Context: an optimization exercise on an open-source flow, tuned for small area and a short achievable clock period. The choices shown serve that exercise and are no tape-out recipe. At most, simulation tests tie the RTL to the original design; equivalence was not proved. For run 1, only the layout was checked, not whether the RTL still works. Power is estimated from default activity; no workload was simulated.

==> flow/design.v, too long to show whole: its modules and the start of the top module <==
// module issue_mul_pipe: 1449 lines
// module mul_fa: 10 lines
// module issue_mul_bk: 30 lines
// module mul_ha: 9 lines
// module issue_unit: 105 lines
// module issue_logic: 17 lines
module issue_unit #(
   parameter int MUL_LAT = 4,
   parameter int TAG_W   = 6,
   parameter int DATA_W  = 32
) (
   input  logic              clk,
   input  logic              reset,
   input  logic [5:0]        issueint_opcode,
   input  logic [TAG_W-1:0]  issueint_rdtag,
   input  logic [DATA_W-1:0] issueint_rsdata,
   input  logic [DATA_W-1:0] issueint_rtdata,
   input  logic              issueint_ready,
   output logic              issueint_done,
   input  logic [TAG_W-1:0]  issuemul_rdtag,
   input  logic [DATA_W-1:0] issuemul_rsdata,
   input  logic [DATA_W-1:0] issuemul_rtdata,
   input  logic              issuemul_ready,
   output logic              issuemul_done,
   output logic [TAG_W-1:0]  cdb_tag,
   output logic [DATA_W-1:0] cdb_data,
   output logic              cdb_valid
);
  // ...
==> flow/flow/run.sh <==
#!/bin/bash
set -euo pipefail
export BUFFER_PORTS_ARGS="-buffer_cell sky130_fd_sc_hd__buf_1"
bash standard.sh > standard.log 2>&1
==> flow/standard.sh <==
#!/bin/bash
# synth_recipe.tcl (not shown) runs the flow's synth.tcl, then flattens the netlist and writes it again
# the make line also repeats each setting of config.mk as NAME=value (left out here)
make -C /OpenROAD-flow-scripts/flow DESIGN_CONFIG=/design/flow/config.mk WORK_HOME=/design/flow/orfs CLKGATE_MAP_FILE= SYNTH_SCRIPT=/design/flow/synth_recipe.tcl "${@:-finish}"
==> flow/config.mk <==
export PLATFORM = sky130hd
export DESIGN_NAME = issue_unit
export DESIGN_NICKNAME = issue_unit
export VERILOG_FILES = /design/flow/design.v
export SDC_FILE = /design/flow/constraint.sdc
export NUM_CORES = 4
export LEC_CHECK = 0
export ABC_CLOCK_PERIOD_IN_PS = 4000
export CAP_MARGIN = 20
export CORE_MARGIN = 2
export CORE_UTILIZATION = 40
export SETUP_SLACK_MARGIN = 4.45
export SLEW_MARGIN = 20
export SYNTH_HIERARCHICAL = 1
==> flow/constraint.sdc <==
create_clock -name core_clock -period 8.0 [get_ports {clk}]
set_input_delay 1.6000 -clock core_clock [delete_from_list [all_inputs] [get_ports {clk}]]
set_output_delay 1.6000 -clock core_clock [all_outputs]
set_load 0.01 [all_outputs]
==> impl_metrics.ini, run 1 <==
[worst_setup_path]
endpoint = issueint_done
crit_chain = buf_8 > and3_4 > buf_6
startpoint = reset
r2r_end = u_mul.hz2_q[28]
path_class = input port to output port
worstPathRequired_ns = 6.40
r2r_slack_ns = 4.54

[grt]
grt_pass1_vias = 15400
met2_usage_pct = 37.3
grt_max_degree = 68
met1_usage_pct = 28.6
top_usage_layer = met2
grt_pass1_wl_um = 87100

[placed_design]
placed_cell_area_um2 = 20400
gp_congestion = 0.871
numPortBuffers = 190

[timing]
skew_ns = 0.0307
hold_ws_ns = 0.324
worst_pin_slew_ns = 0.635
final-hold-violation-count = 0
drv_slew = 0

[floorplan]
core-area_um2 = 47700
dieArea_um2 = 50100
io_pins = 191

[pwr]
switching_share_pct = 40.8
powerClk_mw = 1.38

[yosys]
synthTopCellsByCount = 276 x xnor2_1, 256 x a22oi_1, 239 x dfxtp_1, 229 x fa_1, 74 x clkbuf_1
yosys.area_share.simple_pct = 7.00
avgSynthCellArea_um2 = 10.5
synth_top_family_by_area = adder cells
synth-seq-cells = 239
synth_top_area_share_pct = 24.8

[cells_and_area]
n_all_buffers = 246
diodes = 0
multi_input_area_share_pct = 63.1
fin_util_pct = 46.8

[worst_hold_path]
min_path_type = register to register
whs_path_depth = 0
hold_start = u_mul.tag2_q[0]

[clock_network]
clk_latency_ns = 0.59
clk_path_buf_depth = 3

[detailed_routing]
drt_first_pass_iters = 6
dr_wl_met2_um = 26700
drt-met1-wl_um = 23600

[outcome]
status = timing/DRC/antenna clean
==> module issue_mul_bk, before the edit <==
module issue_mul_bk #(
   parameter int W = 22
) (
   input  logic [W-1:0] a,
   input  logic [W-1:0] b,
   input  logic         cin,
   output logic [W-1:0] s
);
   logic [W-1:0] p, g, gg, pp;
   always_comb begin
      p  = a ^ b;
      g  = a & b;
      gg = g;
      pp = p;
      gg[0] = g[0] | (p[0] & cin);
      for (int d = 1; d < W; d = d * 2) begin
         for (int i = 2 * d - 1; i < W; i += 2 * d) begin
            gg[i] = gg[i] | (pp[i] & gg[i-d]);
            pp[i] = pp[i] & pp[i-d];
         end
      end
      for (int d = 1 << ($clog2(W) - 1); d >= 1; d = d / 2) begin
         for (int i = 3 * d - 1; i < W; i += 2 * d) begin
            gg[i] = gg[i] | (pp[i] & gg[i-d]);
            pp[i] = pp[i] & pp[i-d];
         end
      end
      s = p ^ {gg[W-2:0], cin};
   end
endmodule
==> run 2, diff against run 1 <==
--- a/flow/design.v
+++ b/flow/design.v
@@ -1436,17 +1436,17 @@
    logic bs30, bc30;
    mul_fa u_bfa30 (.a(hx2_q[30]), .b(hy2_q[30]), .c(hz2_q[30]), .s(bs30), .co(bc30));
    assign hu[30] = bs30;
    assign hv[30] = bc29;
    logic bs31, bc31;
    mul_fa u_bfa31 (.a(hx2_q[31]), .b(hy2_q[31]), .c(hz2_q[31]), .s(bs31), .co(bc31));
    assign hu[31] = bs31;
    assign hv[31] = bc30;
-   issue_mul_bk #(.W(32 - K)) u_hi (.a(hu), .b(hv), .cin(c2_q), .s(hi_sum));
+   issue_mul_bk #(.W(32 - K), .TOP(16)) u_hi (.a(hu), .b(hv), .cin(c2_q), .s(hi_sum));
    always_ff @(posedge clk) begin
       if (!reset) mv <= '0;
       else        mv <= {mv[2:1], in_valid};
    end
    always_ff @(posedge clk) begin
       a_q    <= in_a;
       bneg   <= eneg;
       bone   <= eone;
@@ -1471,17 +1471,18 @@
    input  logic c,
    output logic s,
    output logic co
 );
    assign s  = a ^ b ^ c;
    assign co = (a & b) | (a & c) | (b & c);
 endmodule
 module issue_mul_bk #(
-   parameter int W = 22
+   parameter int W   = 22,
+   parameter int TOP = 16     
 ) (
    input  logic [W-1:0] a,
    input  logic [W-1:0] b,
    input  logic         cin,
    output logic [W-1:0] s
 );
    logic [W-1:0] p, g, gg, pp;
    always_comb begin
@@ -1491,17 +1492,17 @@
       pp = p;
       gg[0] = g[0] | (p[0] & cin);
       for (int d = 1; d < W; d = d * 2) begin
          for (int i = 2 * d - 1; i < W; i += 2 * d) begin
             gg[i] = gg[i] | (pp[i] & gg[i-d]);
             pp[i] = pp[i] & pp[i-d];
          end
       end
-      for (int d = 1 << ($clog2(W) - 1); d >= 1; d = d / 2) begin
+      for (int d = TOP; d >= 1; d = d / 2) begin
          for (int i = 3 * d - 1; i < W; i += 2 * d) begin
             gg[i] = gg[i] | (pp[i] & gg[i-d]);
             pp[i] = pp[i] & pp[i-d];
          end
       end
       s = p ^ {gg[W-2:0], cin};
    end
 endmodule
--- a/flow/config.mk
+++ b/flow/config.mk
@@ -4,11 +4,13 @@
 export VERILOG_FILES = /design/flow/design.v
 export SDC_FILE = /design/flow/constraint.sdc
 export NUM_CORES = 4
 export LEC_CHECK = 0
 export ABC_CLOCK_PERIOD_IN_PS = 4000
 export CAP_MARGIN = 20
 export CORE_MARGIN = 2
 export CORE_UTILIZATION = 40
+export CTS_CLUSTER_DIAMETER = 120
+export CTS_CLUSTER_SIZE = 22
 export SETUP_SLACK_MARGIN = 4.45
 export SLEW_MARGIN = 20
 export SYNTH_HIERARCHICAL = 1
==> run 2 against run 1 <==
Compared with the run above:
- still clean on timing, DRC and antenna
- combinational power up 1%
- fmax down 4.4%
- clock power down 43%
- global-route usage up 0.12 points
- clock-buffer cell count down 23
- die area about the same
- cell count down 0.50%
- clock skew down 0.0047 ns
- worst hold slack worse by 0.0025 ns
- critical path type is now input port to register
- critical endpoint is now cdb_data_q[0]
- largest power group unchanged
==> impl_metrics.ini, run 2 <==
[outcome]
status = timing/DRC/antenna clean

[yosys]
yosysTopAreaCell = dfxtp_1
synth_top_family_by_area = adder cells
synth_cells = 1834
avgSynthCellArea_um2 = 10.5
async_reset_ff_share_pct = 0
yosysSeqAreaShare_pct = 24.8
synth_xor_area_share_pct = 15.3
synthTopCellsByCount = 275 x xnor2_1, 256 x a22oi_1, 239 x dfxtp_1, 229 x fa_1, 75 x clkbuf_1
synth_top_area_share_pct = 24.8
ys_dominant_reg_cell = dfxtp_1
synth-seq-cells = 239
yosys.area_share.simple_pct = 7.03
synth_mux_area_share_pct = 1.31
ys_types = 69
synth_edf_count = 0
synth_compound_area_share_pct = 18.3
yosysWarnings = 13
syn_area_um2 = 19300
synth_fa_ha_area_share_pct = 28.5
yosysMostFrequentCell = xnor2_1
ys_top_cells_by_area = dfxtp_1 25%, fa_1 24%, xnor2_1 12%

[floorplan]
die_h_um = 224
io_pins = 191
core-area_um2 = 47700
dieArea_um2 = 50100
fp-row-count = 80
die_w_um = 224
initial_core_util_pct = 40.5

[detailed_routing]
drc = 0
drtAntennaViolNets = 0
dr_wl_met2_um = 27100
routedWlPerCell_um = 22.0
drt_iter0_markers = 1585
top_layer_used = met4
vias = 15000
vias_per_cell = 5.83
drt-met1-wl_um = 23400
drt_first_pass_iters = 6
drt_wl_total_um = 56600
route.met3.wl_um = 4380

[worst_setup_path]
crit_chain = buf_16 > buf_16 > xor2_2 > ha_4 > nand4_1 > nor3_4 > o21ai_4 > buf_6 > a211oi_4 > nor2_2 > o221ai_2 > mux2i_1 > a21oi_1
critPathArrivalTime_ns = 4.13
worstSetupStartpointType = input port
startpoint = issueint_opcode[1]
path_class = input port to register
path_buf_inv = 3
worstPathRequired_ns = 8.39
rr_startpoint = u_mul.a_q[16]
cp-end-kind = register
max_stage_delay_ns = 0.37
critPathMaxFanout = 7
crit_family = simple AND/OR/NAND/NOR gates
cpMostUsedCell = buf_16
worst_path_max_delay_cell = nor3_4

[timing]
worst_pin_slew_ns = 0.903
min_period_ns = 3.74
period_share_pct = 46.7
setup_tns_ns = 0
final-hold-violation-count = 0
drv_slew = 0
hold_ws_ns = 0.322
rsz0062_at_grt = true
finalSetupViolations = 0
fmax_mhz = 267
relSlewSlack_pct = 39.8
skew_ns = 0.0260

[run]
cap_violations = 0

[clock_network]
path_clk_slew_ns = 0.09
cts_buffers = 15
cts.sinks = 239
clock-root-buffer = clkbuf_16
cts.hold.buffers_added = 0
cts.htree.levels = 1
clk_path_buf_depth = 3
cts_tree = built
clk_latency_ns = 0.52

[pwr]
power_density_nw_per_um2 = 313
p_leak_nw = 7.93
finalPower_mw = 6.85
vdd_drop_max_mv = 0.168

[cells_and_area]
diodes = 0
final_common_cell = xnor2_1
syn2layout_area_growth_pct = 13.3
final_cell_mix = 275 x xnor2_1, 256 x a22oi_1, 226 x fa_1, 208 x dfxtp_1, 184 x buf_1
layout-drive-gt1-share_pct = 12.5
stdcell_area_um2 = 21900
largest_registers = cdb_data_q (32), u_mul.a_q (32), u_mul.p3_q (32)
nets = 2404
fin_util_pct = 45.9

[placed_design]
place_hpwl_um = 37800
placed_cell_area_um2 = 20400
numPortBuffers = 190
gp_congestion = 0.878

[grt]
grt_max_degree = 68
grt_pass1_wl_um = 87600
grt_pass1_vias = 15600
antenna_found_initial = 0
grt.total_usage_pct = 22.3
grt_remaining_overflow = 0

[worst_hold_path]
min_path_type = register to register
hold_start = u_mul.tag1_q[3]
## run 2: cell types whose count changed after synthesis, sizes merged
cell	before	now
o2111ai	1	0
a21o	8	9
xor2	62	63
nor2b	18	19
nor4b	1	0
a211oi	10	9
o31ai	2	1
and4	1	0
a21oi	75	77
o21ai	61	62
xnor2	276	275
nand4b	0	2
## run 2: stage by stage
step	instances	setup slack (ns)
after floorplan	1835	4.00
after global placement	2512	2.77
after detailed placement	2512	2.63
after CTS	2557	4.30
after global routing	2569	4.19
final	2569	4.26
## run 2: power breakdown
part	internal (mW)	switching (mW)
Sequential	1.60	0.195
Combinational	1.95	2.32
Clock	0.349	0.437
Total	3.90	2.95
## run 2: worst paths after layout
path	to	slack (ns)	cells after the start
worst min register to register	u_mul.tag2_q[3]	0.32	0
worst min-delay path	u_mul.tag2_q[3]	0.32	0
worst max-delay path	cdb_data_q[0]	4.26	13
worst max register to register	u_mul.hz2_q[28]	4.53	7
## run 2: kinds of logic after synthesis
kind of cell    Yosys count
flops                   239
xor+xnor                338
mux                      24
buf+inv                 204
simple gates            244
fa+ha+maj               302
compound gates          482
other cells               1
## run 2: layout make-up
cell class | count | area (um2)
sequential | 239 | 4860
tap | 615 | 769
clock buffer | 15 | 375
multi-input combinational | 1392 | 14100
fill | 4519 | 25800
clock inverter | 4 | 46.3
timing repair buffer | 263 | 1620
inverter | 41 | 154
## run 2: worst register-to-register path, cell delays in order, from the launching register on
cell and delay, ns:
dfxtp_2 0.62, a22oi_1 0.19, xnor2_1 0.19, fa_1 0.46, fa_1 0.51, fa_1 0.47, fa_1 0.47, fa_1 0.43
## run 2: Yosys stat by module, one instance, submodules excluded, a selection
module / cells inside / times used / cell area (um2) / flip-flops and latches
mul_ha: 1 / 15 / 12.5 / 0
issue_unit: 359 / 1 / 3120 / 39
mul_fa: 1 / 211 / 20.0 / 0
## run 2: layer usage
layer | up-vias | GRT usage [%]
met5 | - | 0
met4 | 0 | 7.81
met3 | 131 | 3.58
met2 | 805 | 37.6
met1 | 7482 | 29.0
li1 | 6568 | -
## run 2: repair_timing
action	in CTS	in global routing
buffers inserted	22	12
gates cloned	4	0
gates resized for setup	98	72
pin swaps	24	35
setup endpoints to repair	70	37
==> run 3, diff against run 2 <==
--- a/flow/config.mk
+++ b/flow/config.mk
@@ -11,6 +11,7 @@
 export CORE_UTILIZATION = 40
 export CTS_CLUSTER_DIAMETER = 120
 export CTS_CLUSTER_SIZE = 22
+export PLACE_DENSITY = 0.7
 export SETUP_SLACK_MARGIN = 4.45
 export SLEW_MARGIN = 20
 export SYNTH_HIERARCHICAL = 1
==> run 3 against run 2 <==
Compared with the run above:
- power shrank 1.8%
- sequential power hardly changed
- highest routed layer unchanged
- first-iteration DRC count decreased by 5.7%
- cell area is 2.8% lower
- largest power group unchanged
- synthesized area is the same
- worst setup slack gained 0.055 ns
- sequential share of layout area grew 0.74 points
==> impl_metrics.ini, run 3 <==
[outcome]
status = timing/DRC/antenna clean

[worst_setup_path]
r2r_end = u_mul.hz2_q[28]
critPathArrivalTime_ns = 4.07
critPathMaxFanout = 5
endpoint = cdb_data_q[9]
worstPathRequired_ns = 8.38
crit_chain = clkbuf_16 > mux2_4 > fa_2 > a211oi_4 > buf_4 > o21ai_4 > a21oi_2 > o21bai_2 > fa_2 > xor2_1 > a21oi_1 > o21ai_1
r2r_slack_ns = 4.52
r2r_cells = 7
worstSetupStartpointType = input port
crit_family = compound AO/OA/AOI/OAI gates
cp.depth = 12
path_buf_inv = 2
worst_path_max_delay_cell = fa_2
max_stage_delay_ns = 0.42
cpMostUsedCell = fa_2
cp-end-kind = register
rr_startpoint = u_mul.a_q[24]
startpoint = issueint_opcode[1]
path_class = input port to register

[detailed_routing]
drt_first_pass_iters = 8
routedWlPerCell_um = 21.3
drc = 0
vias = 14900
drt_iter0_markers = 1495
drt_wl_total_um = 54000
vias_per_cell = 5.86
drtAntennaViolNets = 0

[grt]
grt_pass1_wl_um = 84600
grt_remaining_overflow = 0
top_usage_layer = met2
met2_usage_pct = 35.3
grt_util_met3_pct = 3.83
antenna_found_initial = 0
grt_max_degree = 67
grt_pass1_vias = 15600
met1_usage_pct = 27.6
grt.total_usage_pct = 21.2

[floorplan]
die_h_um = 224
core-area_um2 = 47700
io_pins = 191
die_w_um = 224
initial_core_util_pct = 40.5
fp-row-count = 80
dieArea_um2 = 50100

[placed_design]
placed_cell_area_um2 = 20300
place_hpwl_um = 36900
dpl_worst_slack_ns = 3.03
gp_congestion = 0.894
numPortBuffers = 190

[cells_and_area]
final_common_cell = xnor2_1
layout-drive-gt1-share_pct = 11.0
nets = 2372
final_cell_mix = 275 x xnor2_1, 256 x a22oi_1, 226 x fa_1, 203 x dfxtp_1, 183 x buf_1
syn2layout_area_growth_pct = 10.1
diodes = 0
largest_registers = cdb_data_q (32), u_mul.a_q (32), u_mul.p3_q (32)
n_fill_cell = 4438
stdcell_area_um2 = 21300

[yosys]
synthTopCellsByCount = 275 x xnor2_1, 256 x a22oi_1, 239 x dfxtp_1, 229 x fa_1, 75 x clkbuf_1
synth_cells = 1834
synth-seq-cells = 239
yosysMostFrequentCell = xnor2_1
yosysSeqAreaShare_pct = 24.8
ys_top_cells_by_area = dfxtp_1 25%, fa_1 24%, xnor2_1 12%
syn_area_um2 = 19300
synth_top_area_share_pct = 24.8
synth_edf_count = 0
async_reset_ff_share_pct = 0
yosysTopAreaCell = dfxtp_1
ys_dominant_reg_cell = dfxtp_1
ys_types = 69
avgSynthCellArea_um2 = 10.5
yosysWarnings = 13

[clock_network]
cts.htree.levels = 1
cts.sinks = 239
clk_path_buf_depth = 3
cts.hold.buffers_added = 0
path_clk_slew_ns = 0.09
clock-root-buffer = clkbuf_16
clk_latency_ns = 0.51
cts_tree = built
cts_buffers = 14

[timing]
rsz0062_at_grt = true
final-hold-violation-count = 0
setup_ws_ns = 4.32
drv_slew = 0
skew_ns = 0.0248
fmax_mhz = 271
setup_tns_ns = 0
period_share_pct = 46.1
worst_pin_slew_ns = 0.878
relSlewSlack_pct = 41.5
finalSetupViolations = 0
min_period_ns = 3.68

[pwr]
power_density_nw_per_um2 = 316
p_leak_nw = 7.65
vdd_drop_max_mv = 0.181
finalPower_mw = 6.73

[worst_hold_path]
hold_start = u_mul.tag2_q[0]
min_path_type = register to register
whs_path_depth = 0

[run]
cap_violations = 0
[run 3: cell counts after synthesis]
No cell type changed its count.
[run 3: stage by stage]
| stage | hold WS [ns] | std cells | util [%] |
|---|---|---|---|
| floorplan | 0.310 | 1835 | - |
| global placement | 0.310 | 2505 | 42.6 |
| detailed placement | 0.312 | 2505 | 42.6 |
| CTS | 0.332 | 2532 | 43.9 |
| global route | 0.336 | 2536 | 44.6 |
| finish | 0.332 | 2536 | 44.6 |
[run 3: layout make-up]
class,instances,area (um2),share of cell area [%]
sequential,239,4880,22.9
clock buffer,17,393,1.85
timing repair buffer,232,1210,5.69
tap,615,769,3.62
inverter,41,154,0.723
multi-input combinational,1392,13900,65.2
[run 3: cell families (layout without fill, tap and decap cells)]
family | count (synthesis) | in the layout | share of synthesized area [%]
xor+xnor | 338 | 338 | 15.3
simple gates | 244 | 244 | 7.03
flops | 239 | 239 | 24.8
compound gates | 482 | 482 | 18.3
mux | 24 | 24 | 1.31
other cells | 1 | 2 | 0.0194
fa+ha+maj | 302 | 302 | 28.5
buf+inv | 204 | 290 | 4.81
[run 3: worst min path at each step]
stage | end | slack [ns]
CTS | u_mul.tag2_q[1] | 0.33
floorplan | u_mul.p3_q[0] | 0.31
global route | u_mul.tag2_q[4] | 0.34
global placement | u_mul.tag3_q[1] | 0.31
finish | u_mul.tag3_q[0] | 0.33
detailed placement | u_mul.tag2_q[1] | 0.31
[run 3: Yosys stat by module, one instance, submodules excluded, a selection]
module,flip-flops and latches,copies in the design,cells,cell area [um2]
mul_fa,0,211,1,20.0
mul_ha,0,15,1,12.5
issue_unit,39,1,359,3120
[run 3: repair_timing]
action,in CTS,in global routing
cloned,4,0
buffers inserted,6,4
setup endpoints to repair,76,36
gates resized for setup,57,74
pin swaps,11,19
[run 3: where the power goes]
part	total [mW]	internal (mW)	switching (mW)
registers	1.82	1.60	0.218
logic	4.17	1.89	2.28
clock network	0.738	0.347	0.390
total	6.73	3.84	2.89
[run 3: layer usage]
metal,part of all wire (%),routed length (um),vias to the layer above
met4,3.4,1840,0
met2,47,25200,845
met3,8.5,4610,155
met5,0,0,-
met1,41,22300,7353
li1,-,-,6501
==> run 4, diff against run 3 <==
--- a/flow/config.mk
+++ b/flow/config.mk
@@ -8,10 +8,7 @@
 export ABC_CLOCK_PERIOD_IN_PS = 4000
 export CAP_MARGIN = 20
 export CORE_MARGIN = 2
-export CORE_UTILIZATION = 40
-export CTS_CLUSTER_DIAMETER = 120
-export CTS_CLUSTER_SIZE = 22
-export PLACE_DENSITY = 0.7
+export CORE_UTILIZATION = 55
 export SETUP_SLACK_MARGIN = 4.45
 export SLEW_MARGIN = 20
 export SYNTH_HIERARCHICAL = 1
==> run 4 against run 3 <==
Compared with the run above:
- first-iteration DRC count decreased by 23%
- wire length increased by 1.3%
- global-route usage increased by 8.6 points
- synthesized cell count unchanged
- sequential share of layout area decreased by 1.0 points
- critical path depth decreased by 9
- critical path type is now input port to output port
- critical endpoint is now issueint_done
- largest cell class unchanged
==> impl_metrics.ini, run 4 <==
[outcome]
status = timing/DRC/antenna clean

[cells_and_area]
final_common_cell = xnor2_1
largest_registers = cdb_data_q (32), u_mul.a_q (32), u_mul.p3_q (32)
nets = 2411
final_cell_mix = 275 x xnor2_1, 256 x a22oi_1, 226 x fa_1, 208 x dfxtp_1, 183 x buf_1
syn2layout_area_growth_pct = 14.6
n_fill_cell = 2873
diodes = 0
layout-drive-gt1-share_pct = 13.9

[yosys]
synth_edf_count = 0
synth_top_area_share_pct = 24.8
yosysMostFrequentCell = xnor2_1
synthTopCellsByCount = 275 x xnor2_1, 256 x a22oi_1, 239 x dfxtp_1, 229 x fa_1, 75 x clkbuf_1
yosysSeqAreaShare_pct = 24.8
ys_types = 69
synth-seq-cells = 239
syn_area_um2 = 19300
yosysWarnings = 13
synth_cells = 1834
ys_dominant_reg_cell = dfxtp_1
yosysTopAreaCell = dfxtp_1
async_reset_ff_share_pct = 0
ys_top_cells_by_area = dfxtp_1 25%, fa_1 24%, xnor2_1 12%
avgSynthCellArea_um2 = 10.5

[clock_network]
cts.sinks = 239
cts_buffers = 28
clock-root-buffer = clkbuf_16
cts.hold.buffers_added = 0
clk_latency_ns = 0.57
cts.htree.levels = 1
clk_path_buf_depth = 3
path_clk_slew_ns = 0.06
cts_tree = built

[detailed_routing]
vias_per_cell = 6.10
drt_iter0_markers = 1158
drt_wl_total_um = 54600
drt_first_pass_iters = 6
vias = 14800
routedWlPerCell_um = 22.4
drc = 0
drtAntennaViolNets = 0

[floorplan]
io_pins = 191
core-area_um2 = 34500
die_h_um = 191
initial_core_util_pct = 55.9
dieArea_um2 = 36600
fp-row-count = 68
die_w_um = 191

[worst_setup_path]
cp-end-kind = output port
worstPathRequired_ns = 6.40
path_class = input port to output port
max_stage_delay_ns = 0.17
worstSetupStartpointType = input port
critPathArrivalTime_ns = 1.98
path_buf_inv = 2
worst_path_max_delay_cell = and3_4
crit_family = buffers and inverters
critPathMaxFanout = 4
crit_chain = buf_8 > and3_4 > buf_6

[pwr]
vdd_drop_max_mv = 0.240
power_density_nw_per_um2 = 332
p_leak_nw = 8.10

[placed_design]
gp_congestion = 0.879
numPortBuffers = 190
place_hpwl_um = 36000

[timing]
finalSetupViolations = 0
worst_pin_slew_ns = 0.754
period_share_pct = 44.7
min_period_ns = 3.58
setup_tns_ns = 0
skew_ns = 0.0106
rsz0062_at_grt = true
final-hold-violation-count = 0
fmax_mhz = 279
drv_slew = 0
hold_ws_ns = 0.322
relSlewSlack_pct = 49.7

[grt]
grt_max_degree = 62
grt_remaining_overflow = 0
antenna_found_initial = 0
grt_pass1_vias = 15600
grt_pass1_wl_um = 84600
grt.total_usage_pct = 29.8

[run]
cap_violations = 0

[worst_hold_path]
min_path_type = register to register
## run 4: cell counts after synthesis
No cell type changed its count.
## run 4: area by class of cell
| class | instances | area, um2 | share of cell area [%] |
|---|---|---|---|
| sequential | 239 | 4850 | 21.9 |
| clock inverter | 12 | 159 | 0.718 |
| clock buffer | 38 | 778 | 3.51 |
| multi-input combinational | 1392 | 14200 | 64.0 |
| timing repair buffer | 257 | 1470 | 6.62 |
| tap | 455 | 569 | 2.57 |
| inverter | 41 | 158 | 0.712 |
## run 4: routing by layer
layer	global-route usage (%)	vias to the layer above	wire, um
met2	50.6	699	26600
met3	3.78	151	3870
met4	13.5	0	2160
met5	0	-	0
li1	-	6610	-
met1	38.0	7384	22000
## run 4: worst paths after layout
path,start,end,slack (ns),cells past startpoint
setup / recovery,reset,issueint_done,4.42,3
hold / removal,u_mul.lo2_q[7],u_mul.p3_q[7],0.32,0
setup reg to reg,u_mul.btwo[5],u_mul.hz2_q[30],4.53,8
hold reg to reg,u_mul.lo2_q[7],u_mul.p3_q[7],0.32,0
## run 4: cell families after synthesis
kind of cell | synth area share [%]
AOI/OAI and AO/OA | 18.3
xor gates and xnor gates | 15.3
adders and majority gates | 28.5
buffers and inverters | 4.81
DFF | 24.8
muxes | 1.31
other | 0.0194
and+or+nand+nor | 7.03
## run 4: report_power, final
group | internal [mW] | switching (mW) | total (mW)
combinational | 1.94 | 2.31 | 4.25
sequential | 1.60 | 0.197 | 1.80
clock | 0.778 | 0.515 | 1.29
## run 4: worst reg2reg max path: cells and delay by family (launching register included)
family,cells,cell delay [ns]
flops,1,0.31
fa+ha+maj,5,2.30
buf+inv,1,0.34
compound gates,1,0.15
xor+xnor,1,0.25
## run 4: repair_timing
action                                 CTS  global route
endpoints found under the hold margin    0             0
pin swaps                               23            29
setup buffers                           12            16
resized for setup                       90            74
cloned                                   2             2
setup endpoints to repair               58            35
## run 4: Yosys stat by module, one instance, submodules excluded, excerpt
module / times used / area, um2 / flops+latches / cells inside
mul_ha: 15 / 12.5 / 0 / 1
mul_fa: 211 / 20.0 / 0 / 1
issue_unit: 1 / 3120 / 39 / 359
## run 4: per-stage QoR
stage	util, %	power, mW	area (um2)	cells	setup slack (ns)
floorplan	-	4.71	19500	1835	4.00
global placement	58.4	5.87	20200	2352	3.14
detailed placement	58.4	5.96	20200	2352	3.06
CTS	62.7	7.34	21600	2416	4.40
global route	64.1	7.99	22100	2434	4.39
finish	64.1	7.34	22100	2434	4.42
==> run 5, diff against run 4 <==
--- a/flow/config.mk
+++ b/flow/config.mk
@@ -8,7 +8,8 @@
 export ABC_CLOCK_PERIOD_IN_PS = 4000
 export CAP_MARGIN = 20
 export CORE_MARGIN = 2
-export CORE_UTILIZATION = 55
+export CORE_UTILIZATION = 40
+export PLACE_DENSITY = 0.85
 export SETUP_SLACK_MARGIN = 4.45
 export SLEW_MARGIN = 20
 export SYNTH_HIERARCHICAL = 1
==> run 5 against run 4 <==
Compared with the run above:
- still clean
- synthesized cell count unchanged
- clock skew increased by 0.027 ns
- synthesized area unchanged
- die area increased by 37%
- critical endpoint unchanged
- highest routed layer unchanged
==> impl_metrics.ini, run 5 <==
[grt]
antenna_found_initial = 1
grt_max_degree = 66
grt_pass1_vias = 16000
grt.total_usage_pct = 21.4
grt_remaining_overflow = 0
grt_pass1_wl_um = 85300

[worst_setup_path]
cp-end-kind = output port
critPathMaxFanout = 2
crit_family = buffers and inverters
crit_chain = clkbuf_2 > and3_4 > buf_6
r2r_slack_ns = 4.52
cp.depth = 3
max_stage_delay_ns = 0.17
r2r_end = u_mul.hz2_q[30]
critPathArrivalTime_ns = 1.98
rr_startpoint = u_mul.bneg[10]
worst_path_max_delay_cell = and3_4
worstPathRequired_ns = 6.40
r2r_cells = 6
startpoint = issueint_ready
endpoint = issueint_done
path_buf_inv = 2
worstSetupStartpointType = input port
path_class = input port to output port

[yosys]
synth-seq-cells = 239
synth_cells = 1834
syn_area_um2 = 19300
async_reset_ff_share_pct = 0
avgSynthCellArea_um2 = 10.5
yosysWarnings = 13
ys_types = 69
yosysSeqAreaShare_pct = 24.8
synth_edf_count = 0
synth_top_area_share_pct = 24.8
yosysMostFrequentCell = xnor2_1
ys_top_cells_by_area = dfxtp_1 25%, fa_1 24%, xnor2_1 12%
yosysTopAreaCell = dfxtp_1
ys_dominant_reg_cell = dfxtp_1
synthTopCellsByCount = 275 x xnor2_1, 256 x a22oi_1, 239 x dfxtp_1, 229 x fa_1, 75 x clkbuf_1

[detailed_routing]
drtAntennaViolNets = 0
drt_wl_total_um = 57000
routedWlPerCell_um = 22.1
vias = 15700
drt_iter0_markers = 2110
vias_per_cell = 6.07
drt_first_pass_iters = 9
drc = 0

[pwr]
power_density_nw_per_um2 = 334
p_leak_nw = 8.10
vdd_drop_max_mv = 0.229

[floorplan]
die_w_um = 224
die_h_um = 224
core-area_um2 = 47700
io_pins = 191
dieArea_um2 = 50100
fp-row-count = 80
initial_core_util_pct = 40.5

[clock_network]
path_clk_slew_ns = 0.06
cts.sinks = 239
clock-root-buffer = clkbuf_16
clk_path_buf_depth = 3
cts_tree = built
cts_buffers = 28
clk_latency_ns = 0.58
cts.htree.levels = 1

[timing]
final-hold-violation-count = 0
drv_slew = 0
setup_tns_ns = 0
relSlewSlack_pct = 43.0
rsz0062_at_grt = true
worst_pin_slew_ns = 0.854
period_share_pct = 44.7
fmax_mhz = 279
finalSetupViolations = 0
hold_ws_ns = 0.324
min_period_ns = 3.58
skew_ns = 0.0376

[run]
cap_violations = 0

[cells_and_area]
syn2layout_area_growth_pct = 16.5
fin_util_pct = 47.2
largest_registers = cdb_data_q (32), u_mul.a_q (32), u_mul.p3_q (32)
final_common_cell = xnor2_1
layout-drive-gt1-share_pct = 14.8
final_cell_mix = 275 x xnor2_1, 256 x a22oi_1, 226 x fa_1, 202 x dfxtp_1, 182 x buf_1
nets = 2400
diodes = 0

[outcome]
status = timing/DRC/antenna clean

[placed_design]
place_hpwl_um = 37300
numPortBuffers = 190
gp_congestion = 0.938

[worst_hold_path]
min_path_type = register to register
[run 5: worst min-delay path by stage]
stage	startpoint	end	slack, ns	depth (start not counted)
final	u_mul.lo2_q[7]	u_mul.p3_q[7]	0.32	0
after global routing	u_mul.lo2_q[4]	u_mul.p3_q[4]	0.33	0
after CTS	u_mul.lo2_q[1]	u_mul.p3_q[1]	0.33	0
after detailed placement	u_mul.lo2_q[3]	u_mul.p3_q[3]	0.31	0
after global placement	u_mul.tag2_q[2]	u_mul.tag3_q[2]	0.31	0
after floorplan	u_mul.lo2_q[0]	u_mul.p3_q[0]	0.31	0
[run 5: per-module statistics from Yosys (local to each module, per instance), a selection]
module      cell area [um2]  copies in the design  flip-flops and latches  cells inside
issue_unit             3120                     1                      39           359
mul_ha                 12.5                    15                       0             1
mul_fa                 20.0                   211                       0             1
[run 5: final cells by class]
class / count / area, um2
Clock buffer: 31 / 753
Timing Repair Buffer: 246 / 1470
Inverter: 41 / 154
Multi-Input combinational cell: 1392 / 14300
Sequential cell: 239 / 4890
Clock inverter: 20 / 185
Tap cell: 615 / 769
Fill cell: 4188 / 25200
[run 5: cell families (layout without fill, tap and decap cells)]
family	count (synthesis)	count (layout)	synth area share, %
and+or+nand+nor	244	244	7.03
adders and majority gates	302	302	28.5
AOI/OAI and AO/OA	482	482	18.3
muxes	24	24	1.31
buffers and inverters	204	338	4.81
DFF	239	239	24.8
other	1	2	0.0194
xor gates and xnor gates	338	338	15.3
[run 5: power by group]
group          switching, mW  leakage, nW  internal (mW)
logic                   2.41         5.64           1.98
clock network          0.578        0.440          0.727
registers              0.223         2.01           1.60
total                   3.21         8.10           4.31
[run 5: timing repair]
action	4_1_cts	5_1_grt
hold endpoints to repair	0	0
hold buffers	0	0
setup buffers	7	18
pin swaps	12	30
gates resized for setup	91	118
endpoints found under the setup margin	71	39
cloned	1	3
[run 5: per-stage QoR]
step	power (mW)	setup slack, ns	area (um2)	std cells
after floorplan	4.71	4.00	19500	1835
after global placement	5.81	3.00	20300	2503
after detailed placement	6.06	2.85	20300	2503
after CTS	7.43	4.42	21700	2562
after global routing	8.11	4.33	22500	2584
final	7.53	4.42	22500	2584
[run 5: per-layer routing]
metal	vias up	wire length, um	global-route usage, %
li1	6585	-	-
met1	7640	21900	27.0
met4	0	2480	8.82
met2	1214	26500	35.6
met3	248	6150	4.72
met5	-	0	0
==> run 6, diff against run 5 <==
--- a/flow/config.mk
+++ b/flow/config.mk
@@ -9,7 +9,6 @@
 export CAP_MARGIN = 20
 export CORE_MARGIN = 2
 export CORE_UTILIZATION = 40
-export PLACE_DENSITY = 0.85
 export SETUP_SLACK_MARGIN = 4.45
 export SLEW_MARGIN = 20
 export SYNTH_HIERARCHICAL = 1
==> run 6 against run 5 <==
Compared with the run above:
- largest cell class unchanged
- die area did not move
- highest routed layer unchanged
- combinational power down 3%
- still clean on timing, DRC and antenna
- clock-buffer cell count is 5 higher
- first-iteration DRC count is 25% lower
==> impl_metrics.ini, run 6 <==
[worst_hold_path]
min_path_type = register to register

[grt]
grt_remaining_overflow = 0
grt.total_usage_pct = 22.3
grt_max_degree = 68
grt_pass1_vias = 15700
grt_pass1_wl_um = 88000
antenna_found_initial = 0

[yosys]
ys_dominant_reg_cell = dfxtp_1
yosysSeqAreaShare_pct = 24.8
ys_types = 69
synth_cells = 1834
yosysMostFrequentCell = xnor2_1
async_reset_ff_share_pct = 0
syn_area_um2 = 19300
synthTopCellsByCount = 275 x xnor2_1, 256 x a22oi_1, 239 x dfxtp_1, 229 x fa_1, 75 x clkbuf_1
synth_top_area_share_pct = 24.8
avgSynthCellArea_um2 = 10.5
synth-seq-cells = 239
yosysTopAreaCell = dfxtp_1
yosysWarnings = 13
synth_edf_count = 0
ys_top_cells_by_area = dfxtp_1 25%, fa_1 24%, xnor2_1 12%

[placed_design]
numPortBuffers = 190
gp_congestion = 0.878
dp.cells = 2512
place_hpwl_um = 37800

[cells_and_area]
stdcell_count = 2595
layout-drive-gt1-share_pct = 13.2
fin_util_pct = 46.5
syn2layout_area_growth_pct = 15.0
largest_registers = cdb_data_q (32), u_mul.a_q (32), u_mul.p3_q (32)
nets = 2414
diodes = 0
regArea_um2 = 4860
n_fill_cell = 4519
final_common_cell = xnor2_1
final_cell_mix = 274 x xnor2_1, 256 x a22oi_1, 225 x fa_1, 209 x dfxtp_1, 184 x buf_1
multi_input_area_um2 = 14000

[run]
cap_violations = 0

[clock_network]
clk_path_buf_depth = 3
cts.sinks = 239
cts.htree.levels = 1
clk_latency_ns = 0.58
cts_buffers = 29
clock-root-buffer = clkbuf_16
cts_tree = built
path_clk_slew_ns = 0.06

[timing]
min_period_ns = 3.67
period_share_pct = 45.9
fmax_mhz = 272
relSlewSlack_pct = 40.0
drv_slew = 0
setup_tns_ns = 0
finalSetupViolations = 0
final-hold-violation-count = 0
skew_ns = 0.0275
worst_pin_slew_ns = 0.901
rsz0062_at_grt = true

[floorplan]
io_pins = 191
initial_core_util_pct = 40.5
fp-row-count = 80
die_w_um = 224
die_h_um = 224
core-area_um2 = 47700
dieArea_um2 = 50100

[pwr]
vdd_drop_max_mv = 0.160
finalPower_mw = 7.34
p_leak_nw = 8.11
power_density_nw_per_um2 = 330

[detailed_routing]
vias_per_cell = 5.78
drt_iter0_markers = 1574
vias = 15000
drt_first_pass_iters = 6
drtAntennaViolNets = 0
routedWlPerCell_um = 22.0
drc = 0
drt_wl_total_um = 57000

[worst_setup_path]
max_stage_delay_ns = 0.43
worstPathRequired_ns = 8.43
crit_chain = buf_16 > buf_16 > mux2_4 > fa_2 > a211oi_4 > nor3_4 > o21ai_4 > a21boi_2 > o21a_1 > or3_1 > a31oi_1 > o21ai_1
crit_family = compound AO/OA/AOI/OAI gates
worstSetupStartpointType = input port
cp-end-kind = register
cpMostUsedCell = buf_16
worst_path_max_delay_cell = fa_2
path_buf_inv = 2
critPathMaxFanout = 8
path_class = input port to register
critPathArrivalTime_ns = 4.11

[outcome]
status = timing/DRC/antenna clean
-- run 6: stage by stage --
| step | instance area (um2) | setup slack (ns) | hold slack, ns |
|---|---|---|---|
| after floorplan | 19500 | 4.00 | 0.310 |
| after global placement | 20400 | 2.77 | 0.310 |
| after detailed placement | 20400 | 2.63 | 0.313 |
| after CTS | 21800 | 4.40 | 0.327 |
| after global routing | 22200 | 4.20 | 0.330 |
| final | 22200 | 4.33 | 0.323 |
-- run 6: logic make-up after synthesis --
kind of cell	count (synthesis)	share of synthesized area, %
AO/OA/AOI/OAI	482	18.3
XOR/XNOR	338	15.3
adder cells (fa/ha/maj)	302	28.5
buffers and inverters	204	4.81
flip-flops	239	24.8
multiplexers	24	1.31
other	1	0.0194
AND/OR/NAND/NOR	244	7.03
-- run 6: layout make-up --
class | instances | share of cell area (%)
clock buffer | 36 | 3.56
multi-input combinational | 1392 | 62.8
timing repair buffer | 259 | 7.01
sequential | 239 | 21.9
inverter | 41 | 0.693
clock inverter | 13 | 0.625
tap | 615 | 3.46
-- run 6: path summary, 6_finish.rpt --
| path | startpoint | endpoint | slack (ns) | cells after the start |
|---|---|---|---|---|
| min | u_mul.tag1_q[5] | u_mul.tag2_q[5] | 0.32 | 0 |
| max reg2reg | u_mul.bone[8] | u_mul.hz2_q[30] | 4.53 | 7 |
| max | issueint_opcode[1] | cdb_data_q[18] | 4.33 | 12 |
| min reg2reg | u_mul.tag1_q[5] | u_mul.tag2_q[5] | 0.32 | 0 |
-- run 6: timing repair --
action,4_1_cts,5_1_grt
resized for setup,66,86
setup buffers,17,14
endpoints found under the setup margin,70,37
gates cloned,3,0
hold buffers,0,0
pin swaps,14,20
-- run 6: layer usage --
layer / vias up / GRT usage, % / wire length (um)
li1: 6613 / - / -
met1: 7509 / 29.1 / 23600
met2: 747 / 37.6 / 27300
met3: 129 / 3.71 / 4440
met4: 0 / 7.66 / 1630
met5: - / 0 / 0
-- run 6: Yosys stat by module, one instance, submodules excluded, a selection --
module	flip-flops and latches	times used
mul_fa	0	211
issue_unit	39	1
mul_ha	0	15
-- run 6: where the power goes --
| part | internal (mW) | leakage [nW] | switching, mW |
|---|---|---|---|
| Combinational | 1.94 | 5.66 | 2.31 |
| Sequential | 1.60 | 2.01 | 0.195 |
| Clock | 0.763 | 0.444 | 0.536 |
| Total | 4.30 | 8.11 | 3.04 |
==> run 7, diff against run 6 <==
--- a/flow/config.mk
+++ b/flow/config.mk
@@ -9,6 +9,7 @@
 export CAP_MARGIN = 20
 export CORE_MARGIN = 2
 export CORE_UTILIZATION = 40
-export SETUP_SLACK_MARGIN = 4.45
+export PLACE_DENSITY = 0.7
+export SETUP_SLACK_MARGIN = 4.6
 export SLEW_MARGIN = 20
 export SYNTH_HIERARCHICAL = 1
==> run 7 against run 6 <==
Compared with the run above:
- synthesized cell count unchanged
- non-clock buffer count increased by 33
- critical path depth shrank 9
- die area stayed put
- largest cell class unchanged
==> impl_metrics.ini, run 7 <==
[timing]
finalSetupViolations = 0
relSlewSlack_pct = 41.0
final-hold-violation-count = 0
hold_ws_ns = 0.324
setup_tns_ns = 0
skew_ns = 0.0436
fmax_mhz = 279
rsz0062_at_grt = true
drv_slew = 0
min_period_ns = 3.58
period_share_pct = 44.7
setup_ws_ns = 4.42
worst_pin_slew_ns = 0.884

[pwr]
clkPwrFrac_pct = 17.6
p_leak_nw = 8.50
power.share.sequential_pct = 23.5
internal_power_mw = 4.45
switching_share_pct = 41.8
p_comb_share_pct = 58.8
switchingPower_mw = 3.20
finalPower_mw = 7.65
power_density_nw_per_um2 = 329
vdd_drop_max_mv = 0.190

[placed_design]
gp_congestion = 0.892
numPortBuffers = 190
place_hpwl_um = 37300
dpl_worst_slack_ns = 3.02
dp.cells = 2507
placed_cell_area_um2 = 20300

[clock_network]
cts.htree.levels = 1
cts_tree = built
clock-root-buffer = clkbuf_16
clk_path_buf_depth = 3
cts.sinks = 239
clk_latency_ns = 0.60
path_clk_slew_ns = 0.06
cts_buffers = 28

[worst_setup_path]
critPathArrivalTime_ns = 1.98
worstSetupStartpointType = input port
critPathMaxFanout = 3
path_class = input port to output port
worstPathRequired_ns = 6.40
cp-end-kind = output port

[detailed_routing]
drc = 0
vias = 15700
drt_first_pass_iters = 7
drt_wl_total_um = 61600
routedWlPerCell_um = 23.4
vias_per_cell = 5.98
drtAntennaViolNets = 0
drt_iter0_markers = 1966

[grt]
antenna_found_initial = 1
grt_max_degree = 67
grt_pass1_wl_um = 86700
grt.total_usage_pct = 21.8
grt_pass1_vias = 16100
grt_remaining_overflow = 0

[yosys]
avgSynthCellArea_um2 = 10.5
async_reset_ff_share_pct = 0
synth-seq-cells = 239
syn_area_um2 = 19300
yosysWarnings = 13
synth_top_area_share_pct = 24.8
ys_dominant_reg_cell = dfxtp_1
yosysTopAreaCell = dfxtp_1
ys_types = 69
synthTopCellsByCount = 275 x xnor2_1, 256 x a22oi_1, 239 x dfxtp_1, 229 x fa_1, 75 x clkbuf_1
ys_top_cells_by_area = dfxtp_1 25%, fa_1 24%, xnor2_1 12%
synth_edf_count = 0
yosysSeqAreaShare_pct = 24.8
yosysMostFrequentCell = xnor2_1
synth_cells = 1834

[cells_and_area]
syn2layout_area_growth_pct = 20.3
final_cell_mix = 270 x xnor2_1, 247 x a22oi_1, 222 x fa_1, 189 x dfxtp_1, 181 x buf_1
diodes = 0
largest_registers = cdb_data_q (32), u_mul.a_q (32), u_mul.p3_q (32)
stdcell_count = 2631
final_common_cell = xnor2_1
layout-drive-gt1-share_pct = 17.6
nets = 2446
stdcell_area_um2 = 23200
fin_util_pct = 48.7

[outcome]
status = timing/DRC/antenna clean

[floorplan]
fp-row-count = 80
io_pins = 191
die_h_um = 224
dieArea_um2 = 50100
initial_core_util_pct = 40.5
core-area_um2 = 47700
die_w_um = 224

[run]
cap_violations = 0

[worst_hold_path]
min_path_type = register to register
==> run 7: cell counts after synthesis <==
No cell type changed its count.
==> run 7: final cells by class <==
type	count	area (um2)
Sequential cell	239	4930
Tap cell	615	769
Clock buffer	37	774
Inverter	41	154
Multi-Input combinational cell	1392	14200
Clock inverter	15	200
Timing Repair Buffer	292	2170
Fill cell	4242	24500
==> run 7: modules after synthesis (local to each module, per instance), a selection <==
module,flops+latches,cell area [um2]
mul_fa,0,20.0
issue_unit,39,3120
mul_ha,0,12.5
==> run 7: power groups by stage <==
stage               registers (mW)  logic (mW)  clock network [mW]
floorplan                     1.73        2.99                   0
CTS                           1.80        4.27                1.38
global route                  1.83        5.00                1.43
finish                        1.80        4.50                1.35
global placement              1.82        4.03                   0
detailed placement            1.83        4.19                   0
==> run 7: worst paths after layout <==
| path | start | end | slack [ns] | cells after the start |
|---|---|---|---|---|
| worst max-delay path | reset | issueint_done | 4.42 | 3 |
| worst min register to register | u_mul.tag1_q[2] | u_mul.tag2_q[2] | 0.32 | 0 |
| worst min-delay path | u_mul.tag1_q[2] | u_mul.tag2_q[2] | 0.32 | 0 |
| worst max register to register | u_mul.a_q[15] | u_mul.hy2_q[18] | 4.60 | 8 |
==> run 7: metal layers <==
metal  track usage [%]  share of wire [%]  vias up
met3              4.45                 11      283
met4              8.84                6.0        0
met2              36.3                 45     1104
li1                  -                  -     6680
met5             0.293                  0        -
met1              27.7                 38     7661
==> run 7: repair_timing <==
item	in CTS	in global routing
setup endpoints to repair	83	35
hold buffers	0	0
gates cloned	4	12
pin swaps	25	40
buffers inserted	23	33
gates resized for setup	132	122
==> run 7: cells by family (layout without fill, tap and decap cells) <==
kind of cell             after synthesis  after routing  share of synthesized area (%)
AO/OA/AOI/OAI                        482            482                           18.3
AND/OR/NAND/NOR                      244            244                           7.03
flip-flops                           239            239                           24.8
adder cells (fa/ha/maj)              302            302                           28.5
XOR/XNOR                             338            338                           15.3
other                                  1              2                         0.0194
buffers and inverters                204            385                           4.81
multiplexers                          24             24                           1.31
==> run 7: worst max-delay path, stage by stage <==
cell,delay (ns)
buf_8,0.10
and3_4,0.17
buf_6,0.11
==> run 8, diff against run 7 <==
--- a/flow/config.mk
+++ b/flow/config.mk
@@ -10,6 +10,6 @@
 export CORE_MARGIN = 2
 export CORE_UTILIZATION = 40
 export PLACE_DENSITY = 0.7
-export SETUP_SLACK_MARGIN = 4.6
+export SETUP_SLACK_MARGIN = 4.3
 export SLEW_MARGIN = 20
 export SYNTH_HIERARCHICAL = 1
==> run 8 against run 7 <==
Compared with the run above:
- critical path depth did not move
- core utilization shrank 3.8 points
- cell area is 7.7% lower
- critical endpoint is now issuemul_done
==> impl_metrics.ini, run 8 <==
[clock_network]
cts_buffers = 28
cts.sinks = 239
clock-root-buffer = clkbuf_16
cts.htree.levels = 1
clk_latency_ns = 0.59
cts.hold.buffers_added = 0
postCtsSetupBuffers = 0
cts_tree = built
path_clk_slew_ns = 0.06
clk_path_buf_depth = 3

[worst_setup_path]
critPathArrivalTime_ns = 2.05
critPathMaxFanout = 6
cp-end-kind = output port
path_class = input port to output port
worstSetupStartpointType = input port
worstPathRequired_ns = 6.40
r2r_slack_ns = 4.35
r2r_cells = 7

[pwr]
vdd_drop_max_mv = 0.220
power_density_nw_per_um2 = 343
p_leak_nw = 7.82

[placed_design]
place_hpwl_um = 36800
gp_congestion = 0.887
dp.cells = 2507
numPortBuffers = 190

[detailed_routing]
routedWlPerCell_um = 21.3
vias_per_cell = 5.81
drtAntennaViolNets = 0
drt_wl_total_um = 54500
drt_first_pass_iters = 6
vias = 14800
drt_iter0_markers = 1538
drc = 0

[grt]
grt_pass1_vias = 15500
grt_remaining_overflow = 0
grt_max_degree = 68
grt_pass1_wl_um = 84900
grt.total_usage_pct = 21.4
antenna_found_initial = 0

[outcome]
status = timing/DRC/antenna clean

[floorplan]
dieArea_um2 = 50100
die_h_um = 224
io_pins = 191
initial_core_util_pct = 40.5
core-area_um2 = 47700
fp-row-count = 80
die_w_um = 224

[yosys]
synth_edf_count = 0
yosysWarnings = 13
avgSynthCellArea_um2 = 10.5
ys_types = 69
async_reset_ff_share_pct = 0
ys_dominant_reg_cell = dfxtp_1
yosysMostFrequentCell = xnor2_1
synth-seq-cells = 239
ys_top_cells_by_area = dfxtp_1 25%, fa_1 24%, xnor2_1 12%
yosysSeqAreaShare_pct = 24.8
synth_cells = 1834
synth_top_area_share_pct = 24.8
synthTopCellsByCount = 275 x xnor2_1, 256 x a22oi_1, 239 x dfxtp_1, 229 x fa_1, 75 x clkbuf_1
syn_area_um2 = 19300
yosysTopAreaCell = dfxtp_1

[run]
cap_violations = 0

[cells_and_area]
nets = 2376
syn2layout_area_growth_pct = 11.0
largest_registers = cdb_data_q (32), u_mul.a_q (32), u_mul.p3_q (32)
final_cell_mix = 275 x xnor2_1, 256 x a22oi_1, 227 x fa_1, 216 x dfxtp_1, 186 x buf_1
diodes = 0
final_common_cell = xnor2_1
layout-drive-gt1-share_pct = 9.79
stdcell_count = 2556
n_fill_cell = 4461

[timing]
worst_pin_slew_ns = 0.923
fmax_mhz = 274
skew_ns = 0.0173
setup_tns_ns = 0
final-hold-violation-count = 0
period_share_pct = 45.7
rsz0062_at_grt = true
finalSetupViolations = 0
drv_slew = 0
hold_ws_ns = 0.316
min_period_ns = 3.65
relSlewSlack_pct = 38.5

[worst_hold_path]
whs_path_depth = 0
min_path_type = register to register
## run 8: cell counts after synthesis
No cell type changed its count.
## run 8: cell type report
class                           count  area, um2  share of cell area, %
Sequential cell                   239       4820                   22.5
Tap cell                          615        769                   3.59
Clock inverter                     14        201                  0.939
Inverter                           41        154                  0.718
Timing Repair Buffer              222        996                   4.64
Multi-Input combinational cell   1392      13800                   64.1
Clock buffer                       33        749                   3.49
## run 8: power breakdown
group	internal, mW	switching [mW]
Clock	0.795	0.536
Sequential	1.60	0.209
Combinational	1.89	2.31
Total	4.29	3.06
## run 8: kinds of logic after synthesis
group	count (synthesis)	share of synthesized area, %
flops	239	24.8
xor+xnor	338	15.3
mux	24	1.31
simple gates	244	7.03
fa+ha+maj	302	28.5
buf+inv	204	4.81
other cells	1	0.0194
compound gates	482	18.3
## run 8: critical path, cell delays in order
cell,delay (ns)
buf_2,0.13
and2_1,0.17
buf_1,0.16
## run 8: metal layers
metal / wire [um] / GRT usage, % / vias to the layer above
li1: - / - / 6546
met1: 22700 / 28.0 / 7271
met2: 25200 / 35.1 / 860
met3: 4700 / 4.03 / 161
met4: 1870 / 8.28 / 0
met5: 0 / 0 / -
## run 8: through the flow
stage | cell area, um2 | setup WS, ns | util, % | power, mW
final | 21400 | 4.35 | 44.9 | 7.35
after global routing | 21400 | 4.25 | 44.9 | 7.99
after CTS | 21400 | 4.30 | 44.8 | 7.38
after detailed placement | 20300 | 2.98 | 42.6 | 6.00
after global placement | 20300 | 3.12 | 42.6 | 5.84
after floorplan | 19500 | 4.00 | - | 4.71
## run 8: path summary, 6_finish.rpt
check / start / to
worst min register to register: u_mul.lo2_q[0] / u_mul.p3_q[0]
worst min-delay path: u_mul.lo2_q[0] / u_mul.p3_q[0]
worst max-delay path: reset / issuemul_done
worst max register to register: u_mul.a_q[18] / u_mul.hz2_q[28]
## run 8: repair_timing
action	in CTS	in global routing
gates cloned	1	1
gates resized for setup	25	18
setup endpoints to repair	56	20
hold endpoints to repair	0	0
pin swaps	1	5
## run 8: Yosys stat by module, one instance, submodules excluded, excerpt
module | copies in the design | cells inside | flops+latches
mul_fa | 211 | 1 | 0
issue_unit | 1 | 359 | 39
mul_ha | 15 | 1 | 0
==> run 9, diff against run 8 <==
--- a/flow/config.mk
+++ b/flow/config.mk
@@ -10,6 +10,6 @@
 export CORE_MARGIN = 2
 export CORE_UTILIZATION = 40
 export PLACE_DENSITY = 0.7
-export SETUP_SLACK_MARGIN = 4.3
+export SETUP_SLACK_MARGIN = 4.45
 export SLEW_MARGIN = 20
 export SYNTH_HIERARCHICAL = 1
==> run 9 against run 8 <==
Compared with the run above:
- still clean
- fmax grew 1.5%
- cell area grew 1.3%
- synthesized cell count is the same
- cell count rose by 0.43%
- core utilization up 0.60 points
- clock skew fell by 0.0012 ns
- global-route usage rose by 0.065 points
- worst hold slack better by 0.0097 ns
- die area unchanged
- clock power increased by 3%
- largest power group unchanged
==> impl_metrics.ini, run 9 <==
[outcome]
status = timing/DRC/antenna clean

[grt]
grt_pass1_wl_um = 85600
grt_max_degree = 67
grt_pass1_vias = 15700
grt.total_usage_pct = 21.5
grt_remaining_overflow = 0
antenna_found_initial = 0

[placed_design]
numPortBuffers = 190
dpl_worst_slack_ns = 3.03
gp_congestion = 0.894
placed_cell_area_um2 = 20300
place_hpwl_um = 36900
dp.cells = 2505

[pwr]
power_density_nw_per_um2 = 339
power.share.sequential_pct = 24.7
switching_share_pct = 41.3
switchingPower_mw = 3.04
p_comb_share_pct = 56.7
clkPwrFrac_pct = 18.6
internal_power_mw = 4.32
vdd_drop_max_mv = 0.187
finalPower_mw = 7.37
p_leak_nw = 7.91

[yosys]
ys_types = 69
async_reset_ff_share_pct = 0
synth-seq-cells = 239
synthTopCellsByCount = 275 x xnor2_1, 256 x a22oi_1, 239 x dfxtp_1, 229 x fa_1, 75 x clkbuf_1
avgSynthCellArea_um2 = 10.5
yosysMostFrequentCell = xnor2_1
syn_area_um2 = 19300
ys_top_cells_by_area = dfxtp_1 25%, fa_1 24%, xnor2_1 12%
synth_edf_count = 0
ys_dominant_reg_cell = dfxtp_1
yosysTopAreaCell = dfxtp_1
yosysWarnings = 13
synth_top_area_share_pct = 24.8
synth_cells = 1834
yosysSeqAreaShare_pct = 24.8

[floorplan]
initial_core_util_pct = 40.5
io_pins = 191
core-area_um2 = 47700
die_w_um = 224
fp-row-count = 80
die_h_um = 224
dieArea_um2 = 50100

[timing]
setup_tns_ns = 0
setup_ws_ns = 4.40
min_period_ns = 3.60
fmax_mhz = 278
skew_ns = 0.0161
period_share_pct = 45.0
relSlewSlack_pct = 40.8
final-hold-violation-count = 0
hold_ws_ns = 0.326
worst_pin_slew_ns = 0.889
rsz0062_at_grt = true
finalSetupViolations = 0
drv_slew = 0

[cells_and_area]
stdcell_count = 2567
nets = 2383
final_common_cell = xnor2_1
largest_registers = cdb_data_q (32), u_mul.a_q (32), u_mul.p3_q (32)
syn2layout_area_growth_pct = 12.5
diodes = 0
final_cell_mix = 275 x xnor2_1, 256 x a22oi_1, 226 x fa_1, 204 x dfxtp_1, 184 x buf_1
stdcell_area_um2 = 21700
fin_util_pct = 45.5
n_fill_cell = 4407
layout-drive-gt1-share_pct = 11.5
multi_input_area_um2 = 13800
regArea_um2 = 4880

[worst_setup_path]
worstSetupStartpointType = input port
critPathArrivalTime_ns = 2.00
cp-end-kind = output port
rr_startpoint = u_mul.bneg[10]
path_class = input port to output port
r2r_slack_ns = 4.53
r2r_cells = 6
cp.depth = 3
worst_path_max_delay_cell = and3_4
r2r_end = u_mul.hz2_q[30]
max_stage_delay_ns = 0.19
crit_chain = buf_1 > and3_4 > buf_6
worstPathRequired_ns = 6.40
path_buf_inv = 2
endpoint = issueint_done
startpoint = issueint_ready
crit_family = buffers and inverters
critPathMaxFanout = 2

[clock_network]
cts_buffers = 28
cts.htree.levels = 1
clk_latency_ns = 0.57
path_clk_slew_ns = 0.06
clk_path_buf_depth = 3
cts_tree = built
clock-root-buffer = clkbuf_16
cts.sinks = 239

[detailed_routing]
vias = 14900
drc = 0
drt_first_pass_iters = 7
routedWlPerCell_um = 21.2
drt_wl_total_um = 54500
drt_iter0_markers = 1486
drtAntennaViolNets = 0
vias_per_cell = 5.81

[worst_hold_path]
min_path_type = register to register
whs_path_depth = 0

[run]
cap_violations = 0
==> run 9: cell counts after synthesis <==
Identical to the previous run, type by type.
==> run 9: cell families after synthesis <==
kind of cell | Yosys count | synth area share [%]
adders and majority gates | 302 | 28.5
DFF | 239 | 24.8
AOI/OAI and AO/OA | 482 | 18.3
and+or+nand+nor | 244 | 7.03
muxes | 24 | 1.31
buffers and inverters | 204 | 4.81
xor gates and xnor gates | 338 | 15.3
other | 1 | 0.0194
==> run 9: layer usage <==
layer	vias up	global-route usage (%)	part of all wire, %
li1	6558	-	-
met4	0	8.54	3.5
met3	140	4.16	9.0
met5	-	0	0
met1	7346	27.6	41
met2	865	35.6	47
==> run 9: Yosys stat by module (local to each module, per instance), a selection <==
module / flip-flops and latches / cell area [um2] / times used
mul_ha: 0 / 12.5 / 15
issue_unit: 39 / 3120 / 1
mul_fa: 0 / 20.0 / 211
==> run 9: power groups by stage <==
stage / clock (mW) / sequential (mW) / combinational [mW]
finish: 1.37 / 1.82 / 4.18
detailed placement: 0 / 1.84 / 4.14
CTS: 1.41 / 1.82 / 4.18
floorplan: 0 / 1.73 / 2.99
global route: 1.45 / 1.85 / 4.74
global placement: 0 / 1.83 / 4.03
==> run 9: worst min path at each step <==
stage	from	slack (ns)	endpoint
2_1_floorplan	u_mul.lo2_q[0]	0.31	u_mul.p3_q[0]
3_3_place_gp	u_mul.tag2_q[1]	0.31	u_mul.tag3_q[1]
3_5_place_dp	u_mul.tag1_q[1]	0.31	u_mul.tag2_q[1]
4_1_cts	u_mul.lo2_q[7]	0.33	u_mul.p3_q[7]
5_1_grt	u_mul.lo2_q[7]	0.33	u_mul.p3_q[7]
6_report	u_mul.lo2_q[7]	0.33	u_mul.p3_q[7]
==> run 9: cell type report <==
type | instances | share of cell area (%)
multi-input cells | 1392 | 63.4
flip-flops and latches | 239 | 22.4
repair buffers | 229 | 5.35
well taps | 615 | 3.54
clock buffers | 32 | 3.39
clock inverters | 19 | 1.21
inverters | 41 | 0.708
==> run 9: timing repair <==
item / in CTS / in global routing
gates resized for setup: 52 / 51
hold buffers: 0 / 0
gates cloned: 3 / 0
pin swaps: 9 / 8
endpoints found under the setup margin: 74 / 29
buffers inserted: 5 / 3
==> run 10, diff against run 9 <==
--- a/flow/config.mk
+++ b/flow/config.mk
@@ -8,7 +8,7 @@
 export ABC_CLOCK_PERIOD_IN_PS = 4000
 export CAP_MARGIN = 20
 export CORE_MARGIN = 2
-export CORE_UTILIZATION = 40
+export CORE_UTILIZATION = 50
 export PLACE_DENSITY = 0.7
 export SETUP_SLACK_MARGIN = 4.45
 export SLEW_MARGIN = 20
==> run 10 against run 9 <==
Compared with the run above:
- critical endpoint is now cdb_data_q[18]
- cell count decreased by 3.0%
- clock-buffer cell count increased by 4
- combinational power increased by 2%
- worst hold slack got worse by 0.0060 ns
- clock skew increased by 0.011 ns
==> impl_metrics.ini, run 10 <==
[clock_network]
cts.hold.buffers_added = 0
cts.sinks = 239
path_clk_slew_ns = 0.07
cts.htree.levels = 1
clock-root-buffer = clkbuf_16
cts_buffers = 28
clk_path_buf_depth = 3
cts_tree = built
clk_latency_ns = 0.58

[timing]
hold_ws_ns = 0.320
min_period_ns = 3.65
drv_slew = 0
fmax_mhz = 274
final-hold-violation-count = 0
period_share_pct = 45.6
worst_pin_slew_ns = 0.755
skew_ns = 0.0268
relSlewSlack_pct = 49.6
setup_tns_ns = 0
finalSetupViolations = 0
rsz0062_at_grt = true
setup_ws_ns = 4.35

[yosys]
yosysTopAreaCell = dfxtp_1
yosysWarnings = 13
avgSynthCellArea_um2 = 10.5
async_reset_ff_share_pct = 0
yosysSeqAreaShare_pct = 24.8
synth_top_area_share_pct = 24.8
syn_area_um2 = 19300
synth_cells = 1834
synth_edf_count = 0
ys_dominant_reg_cell = dfxtp_1
ys_types = 69
synthTopCellsByCount = 275 x xnor2_1, 256 x a22oi_1, 239 x dfxtp_1, 229 x fa_1, 75 x clkbuf_1
synth-seq-cells = 239
ys_top_cells_by_area = dfxtp_1 25%, fa_1 24%, xnor2_1 12%
yosysMostFrequentCell = xnor2_1

[cells_and_area]
stdcell_count = 2490
diodes = 0
syn2layout_area_growth_pct = 14.8
largest_registers = cdb_data_q (32), u_mul.a_q (32), u_mul.p3_q (32)
n_fill_cell = 3229
nets = 2402
multi_input_area_um2 = 14100
layout-drive-gt1-share_pct = 13.1
final_common_cell = xnor2_1
fin_util_pct = 57.8
final_cell_mix = 274 x xnor2_1, 256 x a22oi_1, 226 x fa_1, 213 x dfxtp_1, 184 x buf_1
regArea_um2 = 4840

[grt]
top_usage_layer = met2
grt_max_degree = 68
grt_pass1_wl_um = 86600
met1_usage_pct = 34.3
grt.total_usage_pct = 26.9
antenna_found_initial = 0
grt_util_met3_pct = 5.28
met2_usage_pct = 44.8
grt_pass1_vias = 15800
grt_remaining_overflow = 0

[run]
cap_violations = 0

[floorplan]
initial_core_util_pct = 50.4
die_w_um = 201
die_h_um = 201
io_pins = 191
dieArea_um2 = 40200
fp-row-count = 72
core-area_um2 = 38400

[worst_hold_path]
whs_path_depth = 0
hold_start = u_mul.lo2_q[7]
min_path_type = register to register
whs_endpoint = u_mul.p3_q[7]

[worst_setup_path]
critPathArrivalTime_ns = 4.08
critPathMaxFanout = 7
worstPathRequired_ns = 8.44
startpoint = issueint_opcode[1]
r2r_end = u_mul.hz2_q[30]
worstSetupStartpointType = input port
path_class = input port to register
rr_startpoint = u_mul.bone[10]
r2r_slack_ns = 4.48
r2r_cells = 7
cp-end-kind = register

[pwr]
p_leak_nw = 8.10
vdd_drop_max_mv = 0.189
power_density_nw_per_um2 = 332

[placed_design]
dpl_worst_slack_ns = 2.86
dp.cells = 2418
gp_congestion = 0.926
place_hpwl_um = 36300
numPortBuffers = 190

[detailed_routing]
drt_wl_total_um = 55400
drtAntennaViolNets = 0
vias_per_cell = 6.17
drt_first_pass_iters = 6
vias = 15400
drc = 0
routedWlPerCell_um = 22.3
drt_iter0_markers = 1291

[outcome]
status = timing/DRC/antenna clean
-- run 10: cell counts after synthesis --
No cell type changed its count.
-- run 10: cell type report --
type,count,share of cell area [%]
Clock buffer,36,3.57
Clock inverter,16,0.734
Inverter,41,0.694
Multi-Input combinational cell,1392,63.5
Sequential cell,239,21.8
Tap cell,518,2.92
Timing Repair Buffer,248,6.75
-- run 10: per-stage QoR --
stage	cell area, um2	total power, mW
2_1_floorplan	19500	4.71
3_3_place_gp	20300	5.75
3_5_place_dp	20300	5.95
4_1_cts	21700	7.32
5_1_grt	22200	7.97
6_report	22200	7.35
-- run 10: per-layer routing --
| layer | part of all wire [%] | vias up | wire [um] |
|---|---|---|---|
| li1 | - | 6597 | - |
| met1 | 39 | 7512 | 21500 |
| met2 | 47 | 1035 | 26100 |
| met3 | 10 | 215 | 5550 |
| met4 | 4.0 | 0 | 2240 |
| met5 | 0 | - | 0 |
-- run 10: kinds of logic (layout without fill, tap and decap cells) --
logic type,Yosys count,count (layout),share of synthesized area (%)
xor+xnor,338,338,15.3
simple gates,244,244,7.03
mux,24,24,1.31
fa+ha+maj,302,302,28.5
buf+inv,204,341,4.81
compound gates,482,482,18.3
other cells,1,2,0.0194
flops,239,239,24.8
-- run 10: how the worst max path moves through the flow --
| stage | to | slack [ns] | cells after the start |
|---|---|---|---|
| 6_report | cdb_data_q[18] | 4.35 | 12 |
| 5_1_grt | cdb_data_q[31] | 4.31 | 14 |
| 4_1_cts | cdb_data_q[0] | 4.41 | 11 |
| 3_5_place_dp | cdb_data_q[0] | 2.86 | 12 |
| 3_3_place_gp | cdb_data_q[0] | 3.03 | 12 |
| 2_1_floorplan | cdb_data_q[9] | 4.00 | 12 |
-- run 10: report_power, final --
group / switching [mW] / internal (mW)
clock network: 0.542 / 0.767
logic: 2.32 / 1.93
registers: 0.189 / 1.60
-- run 10: modules after synthesis, one instance, submodules excluded, excerpt --
| module | area, um2 | flip-flops and latches | cells inside |
|---|---|---|---|
| issue_unit | 3120 | 39 | 359 |
| mul_fa | 20.0 | 0 | 1 |
| mul_ha | 12.5 | 0 | 1 |
-- run 10: what timing repair did --
| item | CTS | global route |
|---|---|---|
| pin swaps | 8 | 15 |
| setup endpoints to repair | 63 | 36 |
| resized for setup | 60 | 93 |
| gates cloned | 4 | 0 |
| buffers inserted | 8 | 8 |
-- run 10: critical path, stage by stage --
cell and delay [ns]:
buf_16 0.13, buf_16 0.15, mux2_4 0.29, fa_2 0.38, a211oi_4 0.32, nor3_4 0.10
o21ai_4 0.26, a21boi_1 0.11, o21a_1 0.21, or3_1 0.30, a31oi_1 0.16, o21ai_1 0.07

-- afterwards: timing with drivers on the ports --
In the flow no input, the clock included, has a driving cell. The finished layouts below were timed again as built, in two steps. Step 1 (the two cells are an assumption about what drives the block):
set clk [get_ports {clk}]
set_driving_cell -lib_cell sky130_fd_sc_hd__clkbuf_16 $clk
set_driving_cell -lib_cell sky130_fd_sc_hd__buf_2 [delete_from_list [all_inputs] $clk]
Step 2 also shifts input and output timing later by t, the mid clock arrival at the registers, as if the neighbouring blocks saw the same clock. Three values: no drivers, after step 1, after step 2; two values: the first two.
run	t (ns)	slack for setup (ns)	worst hold slack (ns)	latest minus earliest clock arrival (ns)
run 1	0.625	4.425 / 4.360 / 3.735	0.324 / 0.324 / 0.324	0.032 / 0.032
run 2	0.564	4.260 / 4.206 / 3.643	0.322 / 0.322 / 0.322	0.027 / 0.027
run 3	0.547	4.316 / 4.216 / 3.669	0.332 / 0.332 / 0.332	0.026 / 0.026
run 4	0.615	4.422 / 4.378 / 3.794	0.322 / 0.322 / 0.322	0.014 / 0.014
run 5	0.618	4.422 / 4.307 / 3.689	0.324 / 0.324 / 0.324	0.040 / 0.040
run 6	0.615	4.328 / 4.248 / 3.632	0.323 / 0.323 / 0.323	0.027 / 0.027
run 7	0.633	4.421 / 4.375 / 3.759	0.324 / 0.324 / 0.324	0.045 / 0.045
run 8	0.642	4.345 / 4.322 / 3.726	0.316 / 0.316 / 0.316	0.017 / 0.018
run 9	0.622	4.400 / 4.347 / 3.725	0.326 / 0.326 / 0.326	0.018 / 0.018
run 10	0.618	4.352 / 4.326 / 3.708	0.320 / 0.320 / 0.320	0.028 / 0.028
After both steps setup and hold are still met in every run listed. The setup slack of run 5, which loses most, moves by -0.115 ns with the drivers and by -0.733 ns with both steps.
